This design comes from an exercise in tuning for small area, a short achievable clock period and few clock cycles per item on the open sky130 flow, not from production work. In this exercise RTL edits were held to simulation tests only and were not proved equivalent to the original. Power and IR drop assume default switching activity.

==> quartz: inputs <==
## wave_gen_top
module wave_gen_top (
   input  logic         CLOCK,
   input  logic         RESET,
   input  logic         tick,
   input  logic [5:0]   enable,
   input  logic         cfg_valid,
   output logic         cfg_ready,
   input  logic [2:0]   cfg_ch,
   input  logic [1:0]   cfg_wave,
   input  logic [23:0]  cfg_step,
   input  logic [11:0]  cfg_min,
   input  logic [11:0]  cfg_max,
   input  logic [6:0]   cfg_duty,
   output logic         cfg_err,
   output logic [71:0]  sample,
   output logic         sample_valid,
   output logic         overrun
);
Settings: LEC_CHECK=0, CAP_MARGIN=20, CORE_MARGIN=2, CORE_UTILIZATION=40, SLEW_MARGIN=20; clock period 9.0 ns.
standard.sh (not shown) runs the stock make flow with config.mk's settings and CLKGATE_MAP_FILE= SYNTH_SCRIPT=/design/flow/synth_recipe.tcl, a recipe that flattens the netlist after the stock synthesis.
==> flow/flow/run.sh <==
#!/bin/bash
# Layout flow: the standard flow (standard.sh, unchanged synthesis and
# steps) with three settings changed on make's command line:
#  - the port buffers that buffer_ports inserts are buf_4 cells, not its
#    default pick (a slow delay buffer);
#  - clock tree synthesis inserts no dummy loads (CTS_ARGS repeats ORFS's
#    own arguments and adds -dont_use_dummy_load).
# make's full output goes to flow.log in the work folder; ORFS keeps each
# step's log under orfs/logs.
set -euo pipefail
sed 's|"\${@:-finish}"|"BUFFER_PORTS_ARGS=-buffer_cell sky130_fd_sc_hd__buf_4" SETUP_SLACK_MARGIN=5.5 "CTS_ARGS=-sink_clustering_enable -repair_clock_nets -dont_use_dummy_load" "${@:-finish}"|' \
   standard.sh > standard_own.sh
grep -q 'SETUP_SLACK_MARGIN=5.5' standard_own.sh
bash standard_own.sh > flow.log 2>&1
==> onyx: changes against quartz <==
--- a/flow/design.v
+++ b/flow/design.v
@@ -15,22 +15,23 @@
    localparam logic [6:0] RST_DUTY = 7'd50;
    localparam logic [6:0] DUTY_MAX = 7'd100;
 endpackage
 module sine_lut #(
    parameter int DW = 12
 ) (
-   input  logic [7:0]    idx_i,
-   input  logic          neg_i,
+   input  logic [9:0]    phase_i,
    output logic [DW-1:0] u_o
 );
+   logic [7:0]    idx;
    logic [DW-2:0] e_sel;
+   assign idx = phase_i[8] ? ~phase_i[7:0] : phase_i[7:0];
    sine_rom u_rom (
-      .idx_i (idx_i),
+      .idx_i (idx),
       .e_o   (e_sel)
    );
-   assign u_o = {~neg_i, e_sel ^ {(DW-1){neg_i}}};
+   assign u_o = {~phase_i[9], e_sel ^ {(DW-1){phase_i[9]}}};
 endmodule
 module sine_rom (
    input  logic [7:0]  idx_i,
    output logic [10:0] e_o
 );
    always_comb begin
@@ -317,13 +318,12 @@
    output logic [NCH*DW-1:0] sample,
    output logic              sample_valid,
    output logic              overrun
 );
    assign cfg_ready = 1'b1;
    logic [PW-1:0]  phase_q    [NCH];
-   logic [7:0]     sidx_q     [NCH];
    logic [1:0]     act_wave_q [NCH];
    logic [PW-1:0]  act_step_q [NCH];
    logic [DW-1:0]  act_min_q  [NCH];
    logic [DW-1:0]  act_rng_q  [NCH];
    logic [10:0]    act_thr_q  [NCH];
    logic [1:0]     sh_wave_q  [NCH];
@@ -382,15 +382,14 @@
       logic          pulse_hi;
       logic [DW-1:0] lut_u;
       assign p     = phase_q[c];
       assign tri_t = p[PW-2 -: DW];
       assign sum_w[c] = {1'b0, p} + {1'b0, act_step_q[c]};
       sine_lut #(.DW(DW)) u_sine_lut (
-         .idx_i (sidx_q[c]),
-         .neg_i (p[PW-1]),
-         .u_o   (lut_u)
+         .phase_i (p[PW-1 -: 10]),
+         .u_o     (lut_u)
       );
       always_comb begin
          pulse_hi = 11'(p[PW-1 -: 10]) < act_thr_q[c];
          case (act_wave_q[c])
             wave_gen_pkg::WAVE_SAW:   u_d[c] = p[PW-1 -: DW];
             wave_gen_pkg::WAVE_TRI:   u_d[c] = p[PW-1] ? ~tri_t : tri_t;
@@ -449,13 +448,12 @@
       end
    end
    always_ff @(posedge CLOCK or posedge RESET) begin
       if (RESET) begin
          for (int c = 0; c < NCH; c++) begin
             phase_q[c]    <= '0;
-            sidx_q[c]     <= '0;
             act_wave_q[c] <= wave_gen_pkg::RST_WAVE;
             act_step_q[c] <= PW'(wave_gen_pkg::RST_STEP);
             act_min_q[c]  <= DW'(wave_gen_pkg::RST_MIN);
             act_rng_q[c]  <= '1;
             act_thr_q[c]  <= duty_thr(int'(wave_gen_pkg::RST_DUTY));
          end
@@ -469,23 +467,21 @@
          overrun_q      <= 1'b0;
       end else begin
          for (int c = 0; c < NCH; c++) begin
             if (tick_acc) begin
                if (in_en_q[c]) begin
                   phase_q[c] <= sum_w[c][PW-1:0];
-                  sidx_q[c]  <= sum_w[c][PW-2] ? ~sum_w[c][PW-3 -: 8] : sum_w[c][PW-3 -: 8];
                   if (sum_w[c][PW] && sh_set_q[c]) begin
                      act_wave_q[c] <= sh_wave_q[c];
                      act_step_q[c] <= sh_step_q[c];
                      act_min_q[c]  <= sh_min_q[c];
                      act_rng_q[c]  <= sh_rng_q[c];
                      act_thr_q[c]  <= sh_thr_q[c];
                   end
                end else begin
                   phase_q[c] <= '0;
-                  sidx_q[c]  <= '0;
                end
             end
             if (cfg_wr && (in_ch_q == CHW'(c))) begin
                sh_set_q[c] <= 1'b1;
                if (!in_en_q[c]) begin
                   act_wave_q[c] <= in_wave_q;
==> flow/flow/run.sh (replaced) <==
#!/bin/bash
# Layout flow: the standard flow (standard.sh, unchanged synthesis and
# steps) with two settings changed on make's command line:
#  - the port buffers that buffer_ports inserts are buf_4 cells, not its
#    default pick (a slow delay buffer);
set -euo pipefail
sed 's|"\${@:-finish}"|"BUFFER_PORTS_ARGS=-buffer_cell sky130_fd_sc_hd__buf_4" SETUP_SLACK_MARGIN=5.5 "${@:-finish}"|' \
   standard.sh > standard_own.sh
grep -q 'SETUP_SLACK_MARGIN=5.5' standard_own.sh
bash standard_own.sh > flow.log 2>&1
==> results.sh <==
export IMPL_final_cell_mix="inv_1, nand2_1, nor2_1"
export IMPL_die_h_um=524.4
export IMPL_whs_endpoint="u_gen.s1_min_q[5][1]"
export IMPL_die_w_um=524.4
export IMPL_met3_length_um=36610
export IMPL_core_area_um2=270000
export IMPL_wl_met2_um=170800
export IMPL_highest_layer="met4"
export IMPL_taps=3570
export IMPL_clkCellAreaFrac_pct=4.895
export IMPL_power_frac_seq_pct=28.8
export IMPL_synth_compound_area_share_pct=20.21
export IMPL_utilization_pct=45.83
export IMPL_peakVddDrop_mv=0.2357
export IMPL_run_status="complete, no violations"
export IMPL_gr_usage_met2_pct=41.14
(the above is from onyx)
==> results.sh <==
export IMPL_taps=3515
export IMPL_gr_usage_met2_pct=37.70
export IMPL_die_h_um=516.4
export IMPL_clkCellAreaFrac_pct=3.923
export IMPL_die_w_um=516.4
export IMPL_whs_endpoint="u_gen.s2_s_q[2][23]"
export IMPL_synth_compound_area_share_pct=17.08
export IMPL_final_cell_mix="nand2_1, inv_1, nor2_1"
export IMPL_core_area_um2=261800
export IMPL_highest_layer="met5"
export IMPL_run_status="complete, no violations"
export IMPL_peakVddDrop_mv=0.2543
export IMPL_met3_length_um=26270
(the above is from quartz)
Testbench counts of quartz, summed over its fixed seeds: cycles 7,062, items 5,628.
Testbench counts of onyx, summed over its fixed seeds: cycles 7,062, items 5,628.

==> run a <==
Another version of the RTL of wave_gen_top (not shown whole).
// wave_gen_top
module wave_gen_top (
   input  logic         CLOCK,
   input  logic         RESET,
   input  logic         tick,
   input  logic [5:0]   enable,
   input  logic         cfg_valid,
   output logic         cfg_ready,
   input  logic [2:0]   cfg_ch,
   input  logic [1:0]   cfg_wave,
   input  logic [23:0]  cfg_step,
   input  logic [11:0]  cfg_min,
   input  logic [11:0]  cfg_max,
   input  logic [6:0]   cfg_duty,
   output logic         cfg_err,
   output logic [71:0]  sample,
   output logic         sample_valid,
   output logic         overrun
);
export LEC_CHECK = 0
export CAP_MARGIN = 30
export CORE_MARGIN = 2
export CORE_UTILIZATION = 30
export SETUP_SLACK_MARGIN = 5
export SLEW_MARGIN = 30
create_clock -name core_clock -period 9.0 [get_ports {CLOCK}]
run.sh (not shown) runs the stock make flow with config.mk's settings and CLKGATE_MAP_FILE= SYNTH_SCRIPT=/design/flow/synth_recipe.tcl, a recipe that flattens the netlist after the stock synthesis.
Stock flow here: none of the scripts above is used.
==> run b (differences from run a) <==
--- a/flow/design.v
+++ b/flow/design.v
@@ -14,25 +14,24 @@
    localparam int         RST_MIN  = 0;
    localparam logic [6:0] RST_DUTY = 7'd50;
    localparam logic [6:0] DUTY_MAX = 7'd100;
 endpackage
 module sine_lut #(
    parameter int DW = 12
 ) (
-   input  logic [9:0]    phase_i,
+   input  logic [7:0]    idx_i,
+   input  logic          neg_i,
    output logic [DW-1:0] u_o
 );
-   logic [7:0]    idx;
    logic [DW-2:0] e_sel;
-   assign idx = phase_i[8] ? ~phase_i[7:0] : phase_i[7:0];
    sine_rom u_rom (
-      .idx_i (idx),
+      .idx_i (idx_i),
       .e_o   (e_sel)
    );
-   assign u_o = {~phase_i[9], e_sel ^ {(DW-1){phase_i[9]}}};
+   assign u_o = {~neg_i, e_sel ^ {(DW-1){neg_i}}};
 endmodule
 module sine_rom (
    input  logic [7:0]  idx_i,
    output logic [10:0] e_o
 );
    always_comb begin
       case (idx_i)
@@ -317,69 +316,92 @@
    output logic              cfg_err,
    output logic [NCH*DW-1:0] sample,
    output logic              sample_valid,
    output logic              overrun
 );
    assign cfg_ready = 1'b1;
    logic [PW-1:0]  phase_q    [NCH];
+   logic [7:0]     sidx_q     [NCH];
    logic [1:0]     act_wave_q [NCH];
    logic [PW-1:0]  act_step_q [NCH];
    logic [DW-1:0]  act_min_q  [NCH];
    logic [DW-1:0]  act_rng_q  [NCH];
    logic [10:0]    act_thr_q  [NCH];
    logic [1:0]     sh_wave_q  [NCH];
    logic [PW-1:0]  sh_step_q  [NCH];
    logic [DW-1:0]  sh_min_q   [NCH];
    logic [DW-1:0]  sh_rng_q   [NCH];
    logic [10:0]    sh_thr_q   [NCH];
    logic [NCH-1:0] sh_set_q;
    logic          cfg_acc;
    logic          cfg_bad;
-   logic          cfg_wr;
-   logic [DW-1:0] cfg_rng;
-   logic [10:0]   cfg_thr;
    assign cfg_acc  = cfg_valid && cfg_ready;
-   assign cfg_rng  = cfg_max - cfg_min;
    assign cfg_bad  = (cfg_min > cfg_max) || (cfg_duty > wave_gen_pkg::DUTY_MAX) ||
                      (int'(cfg_ch) >= NCH);
-   assign cfg_wr   = cfg_acc && !cfg_bad;
+   logic           in_tick_q;
+   logic           in_cfg_q;
+   logic [NCH-1:0] in_en_q;
+   logic [CHW-1:0] in_ch_q;
+   logic [1:0]     in_wave_q;
+   logic [PW-1:0]  in_step_q;
+   logic [DW-1:0]  in_min_q;
+   logic [DW-1:0]  in_rng_q;
+   logic [6:0]     in_duty_q;
+   always_ff @(posedge CLOCK) begin
+      in_en_q   <= enable;
+      in_ch_q   <= cfg_ch;
+      in_wave_q <= cfg_wave;
+      in_step_q <= cfg_step;
+      in_min_q  <= cfg_min;
+      in_rng_q  <= cfg_max - cfg_min;
+      in_duty_q <= cfg_duty;
+   end
+   logic          cfg_wr;
+   logic [DW-1:0] cfg_rng;
+   logic [10:0]   cfg_thr;
+   assign cfg_wr   = in_cfg_q && !cfg_err_q;
+   assign cfg_rng  = in_rng_q;
    function automatic logic [10:0] duty_thr(input int d);
       duty_thr = 11'((d * 1024 + 99) / 100);
    endfunction
    logic [10:0] thr_rom [128];
    for (genvar g = 0; g < 128; g++) begin : g_thr
       localparam logic [10:0] THR = duty_thr(g);
       assign thr_rom[g] = THR;
    end
-   assign cfg_thr = thr_rom[cfg_duty];
+   assign cfg_thr = thr_rom[in_duty_q];
+   logic sample_valid_q;
+   logic cfg_err_q;
+   logic overrun_q;
    logic tick_acc;
-   assign tick_acc = tick && cfg_ready;
+   assign tick_acc = in_tick_q;
    logic [DW-1:0]  u_d    [NCH];
    logic [PW:0]    sum_w  [NCH];
    for (genvar c = 0; c < NCH; c++) begin : g_lane
       logic [PW-1:0] p;
       logic [DW-1:0] tri_t;
       logic          pulse_hi;
       logic [DW-1:0] lut_u;
       assign p     = phase_q[c];
       assign tri_t = p[PW-2 -: DW];
       assign sum_w[c] = {1'b0, p} + {1'b0, act_step_q[c]};
       sine_lut #(.DW(DW)) u_sine_lut (
-         .phase_i (p[PW-1 -: 10]),
-         .u_o     (lut_u)
+         .idx_i (sidx_q[c]),
+         .neg_i (p[PW-1]),
+         .u_o   (lut_u)
       );
       always_comb begin
          pulse_hi = 11'(p[PW-1 -: 10]) < act_thr_q[c];
          case (act_wave_q[c])
             wave_gen_pkg::WAVE_SAW:   u_d[c] = p[PW-1 -: DW];
             wave_gen_pkg::WAVE_TRI:   u_d[c] = p[PW-1] ? ~tri_t : tri_t;
             wave_gen_pkg::WAVE_PULSE: u_d[c] = pulse_hi ? '1 : '0;
             default:                  u_d[c] = lut_u;
          endcase
-         if (!enable[c]) begin
+         if (!in_en_q[c]) begin
             u_d[c] = '0;
          end
       end
    end
    logic [DW-1:0]  s1_u_q   [NCH];
    logic [DW-1:0]  s1_min_q [NCH];
    logic [DW-1:0]  s1_rng_q [NCH];
@@ -413,69 +435,73 @@
    always_ff @(posedge CLOCK) begin
       for (int c = 0; c < NCH; c++) begin
          sample_q[c*DW +: DW] <= DW'((s2_s_q[c] + s2_c_q[c]) >> DW);
       end
    end
    always_ff @(posedge CLOCK) begin
       for (int c = 0; c < NCH; c++) begin
-         if (cfg_wr && (cfg_ch == CHW'(c))) begin
-            sh_wave_q[c] <= cfg_wave;
-            sh_step_q[c] <= cfg_step;
-            sh_min_q[c]  <= cfg_min;
+         if (cfg_wr && (in_ch_q == CHW'(c))) begin
+            sh_wave_q[c] <= in_wave_q;
+            sh_step_q[c] <= in_step_q;
+            sh_min_q[c]  <= in_min_q;
             sh_rng_q[c]  <= cfg_rng;
             sh_thr_q[c]  <= cfg_thr;
          end
       end
    end
-   logic sample_valid_q;
-   logic cfg_err_q;
-   logic overrun_q;
    always_ff @(posedge CLOCK or posedge RESET) begin
       if (RESET) begin
          for (int c = 0; c < NCH; c++) begin
             phase_q[c]    <= '0;
+            sidx_q[c]     <= '0;
             act_wave_q[c] <= wave_gen_pkg::RST_WAVE;
             act_step_q[c] <= PW'(wave_gen_pkg::RST_STEP);
             act_min_q[c]  <= DW'(wave_gen_pkg::RST_MIN);
             act_rng_q[c]  <= '1;
             act_thr_q[c]  <= duty_thr(int'(wave_gen_pkg::RST_DUTY));
          end
+         in_tick_q      <= 1'b0;
+         in_cfg_q       <= 1'b0;
          sh_set_q       <= '0;
          s1_valid_q     <= 1'b0;
          s2_valid_q     <= 1'b0;
          sample_valid_q <= 1'b0;
          cfg_err_q      <= 1'b0;
          overrun_q      <= 1'b0;
       end else begin
          for (int c = 0; c < NCH; c++) begin
             if (tick_acc) begin
-               if (enable[c]) begin
+               if (in_en_q[c]) begin
                   phase_q[c] <= sum_w[c][PW-1:0];
+                  sidx_q[c]  <= sum_w[c][PW-2] ? ~sum_w[c][PW-3 -: 8] : sum_w[c][PW-3 -: 8];
                   if (sum_w[c][PW] && sh_set_q[c]) begin
                      act_wave_q[c] <= sh_wave_q[c];
                      act_step_q[c] <= sh_step_q[c];
                      act_min_q[c]  <= sh_min_q[c];
                      act_rng_q[c]  <= sh_rng_q[c];
                      act_thr_q[c]  <= sh_thr_q[c];
                   end
                end else begin
                   phase_q[c] <= '0;
+                  sidx_q[c]  <= '0;
                end
             end
-            if (cfg_wr && (cfg_ch == CHW'(c))) begin
+            if (cfg_wr && (in_ch_q == CHW'(c))) begin
                sh_set_q[c] <= 1'b1;
-               if (!enable[c]) begin
-                  act_wave_q[c] <= cfg_wave;
-                  act_step_q[c] <= cfg_step;
-                  act_min_q[c]  <= cfg_min;
+               if (!in_en_q[c]) begin
+                  act_wave_q[c] <= in_wave_q;
+                  act_step_q[c] <= in_step_q;
+                  act_min_q[c]  <= in_min_q;
                   act_rng_q[c]  <= cfg_rng;
                   act_thr_q[c]  <= cfg_thr;
                end
             end
          end
+         in_tick_q      <= tick && cfg_ready;
+         in_cfg_q       <= cfg_acc;
          s1_valid_q     <= tick_acc;
          s2_valid_q     <= s1_valid_q;
          sample_valid_q <= s2_valid_q;
          cfg_err_q      <= cfg_acc && cfg_bad;
          if (tick && !cfg_ready) begin
             overrun_q <= 1'b1;
          end
==> flow/flow/run.sh (new file) <==
#!/bin/bash
# Layout flow: the standard flow (standard.sh, unchanged synthesis and
# steps) with three settings changed on make's command line:
#  - the port buffers that buffer_ports inserts are buf_4 cells, not its
#    default pick (a slow delay buffer);
#  - clock tree synthesis inserts no dummy loads (CTS_ARGS repeats ORFS's
#    own arguments and adds -dont_use_dummy_load).
# make's full output goes to flow.log in the work folder; ORFS keeps each
# step's log under orfs/logs.
set -euo pipefail
sed 's|"\${@:-finish}"|"BUFFER_PORTS_ARGS=-buffer_cell sky130_fd_sc_hd__buf_4" SETUP_SLACK_MARGIN=5.6 "CTS_ARGS=-sink_clustering_enable -repair_clock_nets -dont_use_dummy_load" "${@:-finish}"|' \
   standard.sh > standard_own.sh
grep -q 'SETUP_SLACK_MARGIN=5.6' standard_own.sh
bash standard_own.sh > flow.log 2>&1
==> flow/standard.sh (new file) <==
#!/bin/bash
# synth_recipe.tcl (not shown) runs the flow's synth.tcl, then flattens the netlist and writes it again
# the make line also repeats each setting of config.mk as NAME=value (left out here)
make -C /OpenROAD-flow-scripts/flow DESIGN_CONFIG=/design/flow/config.mk WORK_HOME=/design/flow/orfs CLKGATE_MAP_FILE= SYNTH_SCRIPT=/design/flow/synth_recipe.tcl "${@:-finish}"
==> flow/config.mk (replaced) <==
export PLATFORM = sky130hd
export DESIGN_NAME = wave_gen_top
export DESIGN_NICKNAME = wave_gen_top
export VERILOG_FILES = /design/flow/design.v
export SDC_FILE = /design/flow/constraint.sdc
export NUM_CORES = 4
export LEC_CHECK = 0
export CAP_MARGIN = 20
export CORE_MARGIN = 2
export CORE_UTILIZATION = 40
export SLEW_MARGIN = 20
removed: flow/run.sh
==> run c (differences from run a) <==
--- a/flow/design.v
+++ b/flow/design.v
@@ -14,25 +14,24 @@
    localparam int         RST_MIN  = 0;
    localparam logic [6:0] RST_DUTY = 7'd50;
    localparam logic [6:0] DUTY_MAX = 7'd100;
 endpackage
 module sine_lut #(
    parameter int DW = 12
 ) (
-   input  logic [9:0]    phase_i,
+   input  logic [7:0]    idx_i,
+   input  logic          neg_i,
    output logic [DW-1:0] u_o
 );
-   logic [7:0]    idx;
    logic [DW-2:0] e_sel;
-   assign idx = phase_i[8] ? ~phase_i[7:0] : phase_i[7:0];
    sine_rom u_rom (
-      .idx_i (idx),
+      .idx_i (idx_i),
       .e_o   (e_sel)
    );
-   assign u_o = {~phase_i[9], e_sel ^ {(DW-1){phase_i[9]}}};
+   assign u_o = {~neg_i, e_sel ^ {(DW-1){neg_i}}};
 endmodule
 module sine_rom (
    input  logic [7:0]  idx_i,
    output logic [10:0] e_o
 );
    always_comb begin
       case (idx_i)
@@ -317,94 +316,114 @@
    output logic              cfg_err,
    output logic [NCH*DW-1:0] sample,
    output logic              sample_valid,
    output logic              overrun
 );
    assign cfg_ready = 1'b1;
    logic [PW-1:0]  phase_q    [NCH];
+   logic [7:0]     sidx_q     [NCH];
    logic [1:0]     act_wave_q [NCH];
    logic [PW-1:0]  act_step_q [NCH];
    logic [DW-1:0]  act_min_q  [NCH];
-   logic [DW-1:0]  act_rng_q  [NCH];
+   logic [DW-1:0]  act_nrng_q [NCH];
    logic [10:0]    act_thr_q  [NCH];
    logic [1:0]     sh_wave_q  [NCH];
    logic [PW-1:0]  sh_step_q  [NCH];
    logic [DW-1:0]  sh_min_q   [NCH];
-   logic [DW-1:0]  sh_rng_q   [NCH];
+   logic [DW-1:0]  sh_nrng_q  [NCH];
    logic [10:0]    sh_thr_q   [NCH];
    logic [NCH-1:0] sh_set_q;
+   logic [NCH-1:0] wrap_q;
    logic          cfg_acc;
    logic          cfg_bad;
-   logic          cfg_wr;
-   logic [DW-1:0] cfg_rng;
-   logic [10:0]   cfg_thr;
    assign cfg_acc  = cfg_valid && cfg_ready;
-   assign cfg_rng  = cfg_max - cfg_min;
    assign cfg_bad  = (cfg_min > cfg_max) || (cfg_duty > wave_gen_pkg::DUTY_MAX) ||
                      (int'(cfg_ch) >= NCH);
-   assign cfg_wr   = cfg_acc && !cfg_bad;
+   logic           in_tick_q;
+   logic           in_cfg_q;
+   logic [NCH-1:0] in_en_q;
+   logic [CHW-1:0] in_ch_q;
+   logic [1:0]     in_wave_q;
+   logic [PW-1:0]  in_step_q;
+   logic [DW-1:0]  in_min_q;
+   logic [DW-1:0]  in_rng_q;
+   logic [6:0]     in_duty_q;
+   always_ff @(posedge CLOCK) begin
+      in_en_q   <= enable;
+      in_ch_q   <= cfg_ch;
+      in_wave_q <= cfg_wave;
+      in_step_q <= cfg_step;
+      in_min_q  <= cfg_min;
+      in_rng_q  <= cfg_max - cfg_min;
+      in_duty_q <= cfg_duty;
+   end
+   logic          cfg_wr;
+   logic [DW-1:0] cfg_rng;
+   logic [10:0]   cfg_thr;
+   assign cfg_wr   = in_cfg_q && !cfg_err_q;
+   assign cfg_rng  = in_rng_q;
    function automatic logic [10:0] duty_thr(input int d);
       duty_thr = 11'((d * 1024 + 99) / 100);
    endfunction
    logic [10:0] thr_rom [128];
    for (genvar g = 0; g < 128; g++) begin : g_thr
       localparam logic [10:0] THR = duty_thr(g);
       assign thr_rom[g] = THR;
    end
-   assign cfg_thr = thr_rom[cfg_duty];
+   assign cfg_thr = thr_rom[in_duty_q];
+   logic sample_valid_q;
+   logic cfg_err_q;
+   logic overrun_q;
    logic tick_acc;
-   assign tick_acc = tick && cfg_ready;
+   assign tick_acc = in_tick_q;
    logic [DW-1:0]  u_d    [NCH];
    logic [PW:0]    sum_w  [NCH];
    for (genvar c = 0; c < NCH; c++) begin : g_lane
       logic [PW-1:0] p;
       logic [DW-1:0] tri_t;
       logic          pulse_hi;
       logic [DW-1:0] lut_u;
       assign p     = phase_q[c];
       assign tri_t = p[PW-2 -: DW];
       assign sum_w[c] = {1'b0, p} + {1'b0, act_step_q[c]};
       sine_lut #(.DW(DW)) u_sine_lut (
-         .phase_i (p[PW-1 -: 10]),
-         .u_o     (lut_u)
+         .idx_i (sidx_q[c]),
+         .neg_i (p[PW-1]),
+         .u_o   (lut_u)
       );
       always_comb begin
-         pulse_hi = 11'(p[PW-1 -: 10]) < act_thr_q[c];
-         case (act_wave_q[c])
+         pulse_hi = 11'(p[PW-1 -: 10]) < (wrap_q[c] ? sh_thr_q[c] : act_thr_q[c]);
+         case (wrap_q[c] ? sh_wave_q[c] : act_wave_q[c])
             wave_gen_pkg::WAVE_SAW:   u_d[c] = p[PW-1 -: DW];
             wave_gen_pkg::WAVE_TRI:   u_d[c] = p[PW-1] ? ~tri_t : tri_t;
             wave_gen_pkg::WAVE_PULSE: u_d[c] = pulse_hi ? '1 : '0;
             default:                  u_d[c] = lut_u;
          endcase
-         if (!enable[c]) begin
+         if (!in_en_q[c]) begin
             u_d[c] = '0;
          end
       end
    end
    logic [DW-1:0]  s1_u_q   [NCH];
-   logic [DW-1:0]  s1_min_q [NCH];
-   logic [DW-1:0]  s1_rng_q [NCH];
    logic           s1_valid_q;
    logic           s2_valid_q;
    always_ff @(posedge CLOCK) begin
       for (int c = 0; c < NCH; c++) begin
          s1_u_q[c]   <= u_d[c];
-         s1_min_q[c] <= act_min_q[c];
-         s1_rng_q[c] <= act_rng_q[c];
       end
    end
    logic [2*DW-1:0] s2_s_q   [NCH];
    logic [2*DW-1:0] s2_c_q   [NCH];
    for (genvar c = 0; c < NCH; c++) begin : g_mul
       logic [2*DW-1:0] ms;
       logic [2*DW-1:0] mc;
       csa_mul u_mul (
-         .a (s1_rng_q[c]),
+         .a (~act_nrng_q[c]),
          .b (s1_u_q[c]),
-         .m (s1_min_q[c]),
+         .m (act_min_q[c]),
          .s (ms),
          .c (mc)
       );
       always_ff @(posedge CLOCK) begin
          s2_s_q[c]   <= ms;
          s2_c_q[c]   <= mc;
       end
@@ -413,69 +432,77 @@
    always_ff @(posedge CLOCK) begin
       for (int c = 0; c < NCH; c++) begin
          sample_q[c*DW +: DW] <= DW'((s2_s_q[c] + s2_c_q[c]) >> DW);
       end
    end
    always_ff @(posedge CLOCK) begin
       for (int c = 0; c < NCH; c++) begin
-         if (cfg_wr && (cfg_ch == CHW'(c))) begin
-            sh_wave_q[c] <= cfg_wave;
-            sh_step_q[c] <= cfg_step;
-            sh_min_q[c]  <= cfg_min;
-            sh_rng_q[c]  <= cfg_rng;
+         if (cfg_wr && (in_ch_q == CHW'(c))) begin
+            sh_wave_q[c] <= in_wave_q;
+            sh_step_q[c] <= in_step_q;
+            sh_min_q[c]  <= in_min_q;
+            sh_nrng_q[c] <= ~cfg_rng;
             sh_thr_q[c]  <= cfg_thr;
          end
       end
    end
-   logic sample_valid_q;
-   logic cfg_err_q;
-   logic overrun_q;
    always_ff @(posedge CLOCK or posedge RESET) begin
       if (RESET) begin
          for (int c = 0; c < NCH; c++) begin
             phase_q[c]    <= '0;
+            sidx_q[c]     <= '0;
             act_wave_q[c] <= wave_gen_pkg::RST_WAVE;
             act_step_q[c] <= PW'(wave_gen_pkg::RST_STEP);
             act_min_q[c]  <= DW'(wave_gen_pkg::RST_MIN);
-            act_rng_q[c]  <= '1;
+            act_nrng_q[c] <= '0;
             act_thr_q[c]  <= duty_thr(int'(wave_gen_pkg::RST_DUTY));
          end
+         in_tick_q      <= 1'b0;
+         in_cfg_q       <= 1'b0;
          sh_set_q       <= '0;
+         wrap_q         <= '0;
          s1_valid_q     <= 1'b0;
          s2_valid_q     <= 1'b0;
          sample_valid_q <= 1'b0;
          cfg_err_q      <= 1'b0;
          overrun_q      <= 1'b0;
       end else begin
          for (int c = 0; c < NCH; c++) begin
             if (tick_acc) begin
-               if (enable[c]) begin
+               if (in_en_q[c]) begin
                   phase_q[c] <= sum_w[c][PW-1:0];
+                  sidx_q[c]  <= sum_w[c][PW-2] ? ~sum_w[c][PW-3 -: 8] : sum_w[c][PW-3 -: 8];
                   if (sum_w[c][PW] && sh_set_q[c]) begin
-                     act_wave_q[c] <= sh_wave_q[c];
                      act_step_q[c] <= sh_step_q[c];
-                     act_min_q[c]  <= sh_min_q[c];
-                     act_rng_q[c]  <= sh_rng_q[c];
-                     act_thr_q[c]  <= sh_thr_q[c];
                   end
                end else begin
                   phase_q[c] <= '0;
+                  sidx_q[c]  <= '0;
                end
             end
-            if (cfg_wr && (cfg_ch == CHW'(c))) begin
+            wrap_q[c] <= tick_acc && in_en_q[c] && sum_w[c][PW] && sh_set_q[c];
+            if (wrap_q[c]) begin
+               act_wave_q[c] <= sh_wave_q[c];
+               act_min_q[c]  <= sh_min_q[c];
+               act_nrng_q[c] <= sh_nrng_q[c];
+               act_thr_q[c]  <= sh_thr_q[c];
+            end
+            if (cfg_wr && (in_ch_q == CHW'(c))) begin
                sh_set_q[c] <= 1'b1;
-               if (!enable[c]) begin
-                  act_wave_q[c] <= cfg_wave;
-                  act_step_q[c] <= cfg_step;
-                  act_min_q[c]  <= cfg_min;
-                  act_rng_q[c]  <= cfg_rng;
+               if (!in_en_q[c]) begin
+                  act_wave_q[c] <= in_wave_q;
+                  act_step_q[c] <= in_step_q;
+                  act_min_q[c]  <= in_min_q;
+                  act_nrng_q[c] <= ~cfg_rng;
                   act_thr_q[c]  <= cfg_thr;
                end
             end
          end
+         in_tick_q      <= tick && cfg_ready;
+         in_cfg_q       <= cfg_acc;
          s1_valid_q     <= tick_acc;
          s2_valid_q     <= s1_valid_q;
          sample_valid_q <= s2_valid_q;
          cfg_err_q      <= cfg_acc && cfg_bad;
          if (tick && !cfg_ready) begin
             overrun_q <= 1'b1;
          end
==> flow/flow/run.sh (new file) <==
#!/bin/bash
# Layout flow: the standard flow (standard.sh, unchanged synthesis and
# steps) with three settings changed on make's command line:
#  - the port buffers that buffer_ports inserts are buf_4 cells, not its
#    default pick (a slow delay buffer);
#  - clock tree synthesis inserts no dummy loads (CTS_ARGS repeats ORFS's
#    own arguments and adds -dont_use_dummy_load).
# make's full output goes to flow.log in the work folder; ORFS keeps each
# step's log under orfs/logs.
set -euo pipefail
sed 's|"\${@:-finish}"|"BUFFER_PORTS_ARGS=-buffer_cell sky130_fd_sc_hd__buf_4" SETUP_SLACK_MARGIN=5.7 "CTS_ARGS=-sink_clustering_enable -repair_clock_nets -dont_use_dummy_load" "${@:-finish}"|' \
   standard.sh > standard_own.sh
grep -q 'SETUP_SLACK_MARGIN=5.7' standard_own.sh
bash standard_own.sh > flow.log 2>&1
==> flow/standard.sh (new file) <==
#!/bin/bash
# synth_recipe.tcl (not shown) runs the flow's synth.tcl, then flattens the netlist and writes it again
# the make line also repeats each setting of config.mk as NAME=value (left out here)
make -C /OpenROAD-flow-scripts/flow DESIGN_CONFIG=/design/flow/config.mk WORK_HOME=/design/flow/orfs CLKGATE_MAP_FILE= SYNTH_SCRIPT=/design/flow/synth_recipe.tcl "${@:-finish}"
==> flow/config.mk (replaced) <==
export PLATFORM = sky130hd
export DESIGN_NAME = wave_gen_top
export DESIGN_NICKNAME = wave_gen_top
export VERILOG_FILES = /design/flow/design.v
export SDC_FILE = /design/flow/constraint.sdc
export NUM_CORES = 4
export LEC_CHECK = 0
export CAP_MARGIN = 20
export CORE_MARGIN = 2
export CORE_UTILIZATION = 40
export SLEW_MARGIN = 20
removed: flow/run.sh
==> notes <==
Run b completed without violations. Run c finished clean. Run a finished clean.
In register-to-register slack, run b and run c hardly differ.
Between run b and run a, the lower sequential power is in run a (gap about 20%, measured against run a).
Between run a and run c, the lower wire length is in run c (gap about 5%, measured against run c).
Final area: run c < run a < run b.
Via count: run c < run b < run a.
Utilization: run a is lower than run b (12 points).
Of run b and run a, run a has the higher synthesized cell count (gap about 0.75%, measured against run a).
Critical path depth: run a > run b > run c.
Between run c and run a, the lower sequential share of layout area is in run a (gap 0.80 points).
Testbench counts of run a, summed over its fixed seeds: cycles 6,742, items 5,628.
Testbench counts of run b, summed over its fixed seeds: cycles 7,062, items 5,628.
Testbench counts of run c, summed over its fixed seeds: cycles 7,062, items 5,628.

-- what the ideal ports hide --
How much do the figures lean on ideal ports? The routed layouts below were timed once more, with nothing changed but the port constraints. Step 1: set_driving_cell puts a clkbuf_16 on CLOCK and a buf_2 on each other input, an assumption about the parent block. Step 2, shift: input delay + t, output delay - t, t = (earliest + latest rising clock arrival at the registers) / 2. This alone moves slack from input paths to output paths. Three values: no drivers, after step 1, after step 2; two values: the first two.
| run | shift t [ns] | setup WS [ns] | worst setup path at the end |
|---|---|---|---|
| quartz | 0.928 | 5.419 / 5.419 / 4.743 | input to register |
| onyx | 0.928 | 5.473 / 5.473 / 4.803 | input to register |
| run a | 0.927 | 4.795 / 4.864 / 3.937 | input to register |
| run b | 0.902 | 5.445 / 5.445 / 4.942 | input to register |
| run c | 0.890 | 5.450 / 5.450 / 4.862 | input to register |
After both steps setup and hold are still met in every run listed. For run a, which loses most, drivers alone change the setup slack by +0.069 ns; drivers and shift together by -0.858 ns.
